This design comes from an exercise in tuning for small area and a short achievable clock period on the open sky130 flow, not from production work.
Function was checked by simulation only, so behaviour that the tests miss may differ from the original.
Power is estimated from default activity; no workload was simulated.

// pu_net
module pu_net
#(
    parameter int DATA_WIDTH = 32,
    parameter int PROG_DEPTH = 16
) (
    input  wire logic                          clk,
    input  wire logic                          rst,
    input  wire logic                          prog_we,
    input  wire logic [$clog2(PROG_DEPTH)-1:0] prog_addr,
    input  wire logic [instr_width-1:0]        prog_data,
    input  wire logic                          start,
    input  wire logic [DATA_WIDTH-1:0]         in_data,
    input  wire logic [attr_width-1:0]         in_attr,
    output logic                               in_take,
    output logic                               out_valid,
    output logic      [DATA_WIDTH-1:0]         out_data,
    output logic [attr_width-1:0]              out_attr,
    output logic                               busy,
    output logic                               done
);
    logic                  s_ext, s_mult, s_accum, s_fram;
    logic                  d_mult, d_accum, d_fram, d_out;
    logic                  sel;
    logic [1:0]            addr;
    logic [DATA_WIDTH-1:0] mult_data, accum_data, fram_data, bus_data;
    logic [attr_width-1:0] mult_attr, accum_attr, fram_attr, bus_attr;
    logic [DATA_WIDTH-1:0] bus_q_data;
    logic [attr_width-1:0] bus_q_attr;
    pu_sequencer #(
        .PROG_DEPTH(PROG_DEPTH)
    ) i_pu_sequencer (
        .clk, .rst, .prog_we, .prog_addr, .prog_data, .start,
        .s_ext, .s_mult, .s_accum, .s_fram, .d_mult, .d_accum, .d_fram, .d_out,
        .sel, .addr, .busy, .done
    );
    assign in_take = s_ext;
    assign bus_data = (s_ext ? in_data : '0) | mult_data | accum_data | fram_data;
    assign bus_attr = (s_ext ? in_attr : '0) | mult_attr | accum_attr | fram_attr;
    always_ff @(posedge clk) begin
        bus_q_data <= bus_data;
        bus_q_attr <= bus_attr;
    end
    assign out_data = bus_q_data;
    assign out_attr = bus_q_attr;
    always_ff @(posedge clk) begin
        if (rst) begin
            out_valid <= 1'b0;
        end else begin
            out_valid <= d_out;
        end
    end
    pu_multiplier #(.DATA_WIDTH(DATA_WIDTH)) i_pu_multiplier (
        .clk, .rst, .signal_wr(d_mult), .signal_sel(sel),
  ...
==> flow/config.mk <==
export PLATFORM = sky130hd
export DESIGN_NAME = pu_net
export DESIGN_NICKNAME = pu_net
export VERILOG_FILES = /design/flow/design.v
export SDC_FILE = /design/flow/constraint.sdc
export NUM_CORES = 4
export LEC_CHECK = 0
export CAP_MARGIN = 20
export CORE_MARGIN = 2
export CORE_UTILIZATION = 40
export SLEW_MARGIN = 20
==> flow/constraint.sdc <==
create_clock -name core_clock -period 10.0 [get_ports {clk}]
set_input_delay 2.0000 -clock core_clock [delete_from_list [all_inputs] [get_ports {clk}]]
set_output_delay 2.0000 -clock core_clock [all_outputs]
set_load 0.01 [all_outputs]
standard.sh (not shown) runs the stock make flow with config.mk's settings and CLKGATE_MAP_FILE= SYNTH_SCRIPT=/design/flow/synth_recipe.tcl, a recipe that flattens the netlist after the stock synthesis.
==> flow/flow/run.sh <==
#!/bin/bash
# Standard layout run through standard.sh with extra ORFS settings; make output goes to standard_flow.log.
set -euo pipefail
bash standard.sh finish "SETUP_SLACK_MARGIN=6.8" "BUFFER_PORTS_ARGS=-buffer_cell sky130_fd_sc_hd__buf_2" "TNS_END_PERCENT=0" > standard_flow.log 2>&1
Rerun with:
==> flow/flow/run.sh (replaced) <==
#!/bin/bash
# Standard layout run through standard.sh with extra ORFS settings; make output goes to standard_flow.log.
set -euo pipefail
bash standard.sh finish "SETUP_SLACK_MARGIN=7.0" "BUFFER_PORTS_ARGS=-buffer_cell sky130_fd_sc_hd__buf_2" "TNS_END_PERCENT=0" "CTS_CLUSTER_DIAMETER=100" "CTS_CLUSTER_SIZE=24" "PLACE_DENSITY=0.75" > standard_flow.log 2>&1
=> The changed run completed with no timing, DRC or antenna violations. Clock-buffer cell count fell by 29. Die area is unchanged. Worst setup slack improved by 0.054 ns. Design area fell by 1.9%. Wire length fell by 1.3%. Core utilization fell by 0.92 points. Worst hold slack stays flat. Cell count barely changes. Area after synthesis stays the same. Via count rose by 0.76%.
Rerun with:
==> flow/flow/run.sh (replaced) <==
#!/bin/bash
# Standard layout run through standard.sh with extra ORFS settings; make output goes to standard_flow.log.
set -euo pipefail
bash standard.sh finish "SETUP_SLACK_MARGIN=6.7" "BUFFER_PORTS_ARGS=-buffer_cell sky130_fd_sc_hd__buf_2" "TNS_END_PERCENT=0" "CTS_CLUSTER_DIAMETER=100" "CTS_CLUSTER_SIZE=24" "PLACE_DENSITY=0.75" > standard_flow.log 2>&1
After rerunning:
- The changed run ran to the end with no violations
- sequential cell count does not change
- non-clock buffer count fell by 34
- synthesized area does not change
- utilization drops by 1.2 points
Rerun with:
==> flow/flow/run.sh (replaced) <==
#!/bin/bash
# Standard layout run through standard.sh with extra ORFS settings; make output goes to standard_flow.log.
set -euo pipefail
bash standard.sh finish "SETUP_SLACK_MARGIN=7.1" "BUFFER_PORTS_ARGS=-buffer_cell sky130_fd_sc_hd__buf_2" "TNS_END_PERCENT=0" "CTS_CLUSTER_DIAMETER=100" "CTS_CLUSTER_SIZE=30" > standard_flow.log 2>&1
Effect:
- clock skew is higher by 0.025 ns
- power is higher by 2.4%
- global-route usage is higher by 1.7 points
- final cell count is higher by 1.5%
- via count is higher by 1.7%
- setup slack improved by 0.13 ns
- utilization is higher by 1.8 points
- maximum frequency is higher by 3.9%
- sequential share of layout area is lower by 1.6 points
Rerun with:
==> flow/flow/run.sh (replaced) <==
#!/bin/bash
# Standard layout; port buffers are buf_2 cells and repair_timing aims for a
# larger setup slack margin.
set -euo pipefail
bash standard.sh finish SETUP_SLACK_MARGIN=7.0 "BUFFER_PORTS_ARGS=-buffer_cell sky130_fd_sc_hd__buf_2" > standard_flow.log 2>&1
After rerunning: Clock-buffer cell count rises by 39; design area rose by about 11%; synthesized area is unchanged; critical path depth grows by 1; routed wire length rises by 7.4%; combinational power climbs by 12%; synthesized cell count does not change; power rises by about 20%; hold slack is worse by 0.0085 ns; via count went up by 4.3%.
Rerun with:
==> flow/flow/run.sh (replaced) <==
#!/bin/bash
# Standard layout run through standard.sh with extra ORFS settings; make output goes to standard_flow.log.
set -euo pipefail
bash standard.sh finish "SETUP_SLACK_MARGIN=6.8" "BUFFER_PORTS_ARGS=-buffer_cell sky130_fd_sc_hd__buf_2" "TNS_END_PERCENT=0" "CTS_CLUSTER_DIAMETER=100" "CTS_CLUSTER_SIZE=30" "CORE_UTILIZATION=60" > standard_flow.log 2>&1
The new run finished clean; synthesized cell count stays the same; setup slack gains 0.0049 ns; utilization rose by 17 points; worst hold slack loses 0.0050 ns; cell area fell by about 12%; power fell by about 19%; die area fell by about 33%; wire length fell by 4.9%; clock power fell by about 44%.

[afterwards: timing with drivers on the ports]
The results above use ideal ports. As a check the final layouts listed here were re-extracted and re-timed, cells and wires unchanged. Step 1 sets driving cells, clkbuf_16 on the clock port and buf_2 on the other inputs (assumed; they add their load-dependent delay and slew). Step 2 adds t to the input delays and takes it off the output delays; t is the mean of the earliest and latest rising clock arrival at the registers after step 1. Input paths then give back, and output paths get back, about the clock's delay inside the block. Slacks: ideal / step 1 / step 2; pairs: ideal / step 1.
run | t (ns) | setup WS [ns] | pins driven straight from the clock port
the first run | 0.661 | 6.627 / 6.571 / 6.046 | 1
the second run | 0.641 | 6.681 / 6.632 / 6.212 | 1
the third run | 0.635 | 6.581 / 6.522 / 6.205 | 1
the fourth run | 0.639 | 6.708 / 6.672 / 6.083 | 1
the fifth run | 0.665 | 6.628 / 6.628 / 6.392 | 1
the sixth run | 0.632 | 6.633 / 6.603 / 6.153 | 1
After both steps every run listed still meets setup and hold. For the fourth run, which loses most, drivers alone change the setup slack by -0.036 ns; drivers and shift together by -0.625 ns.
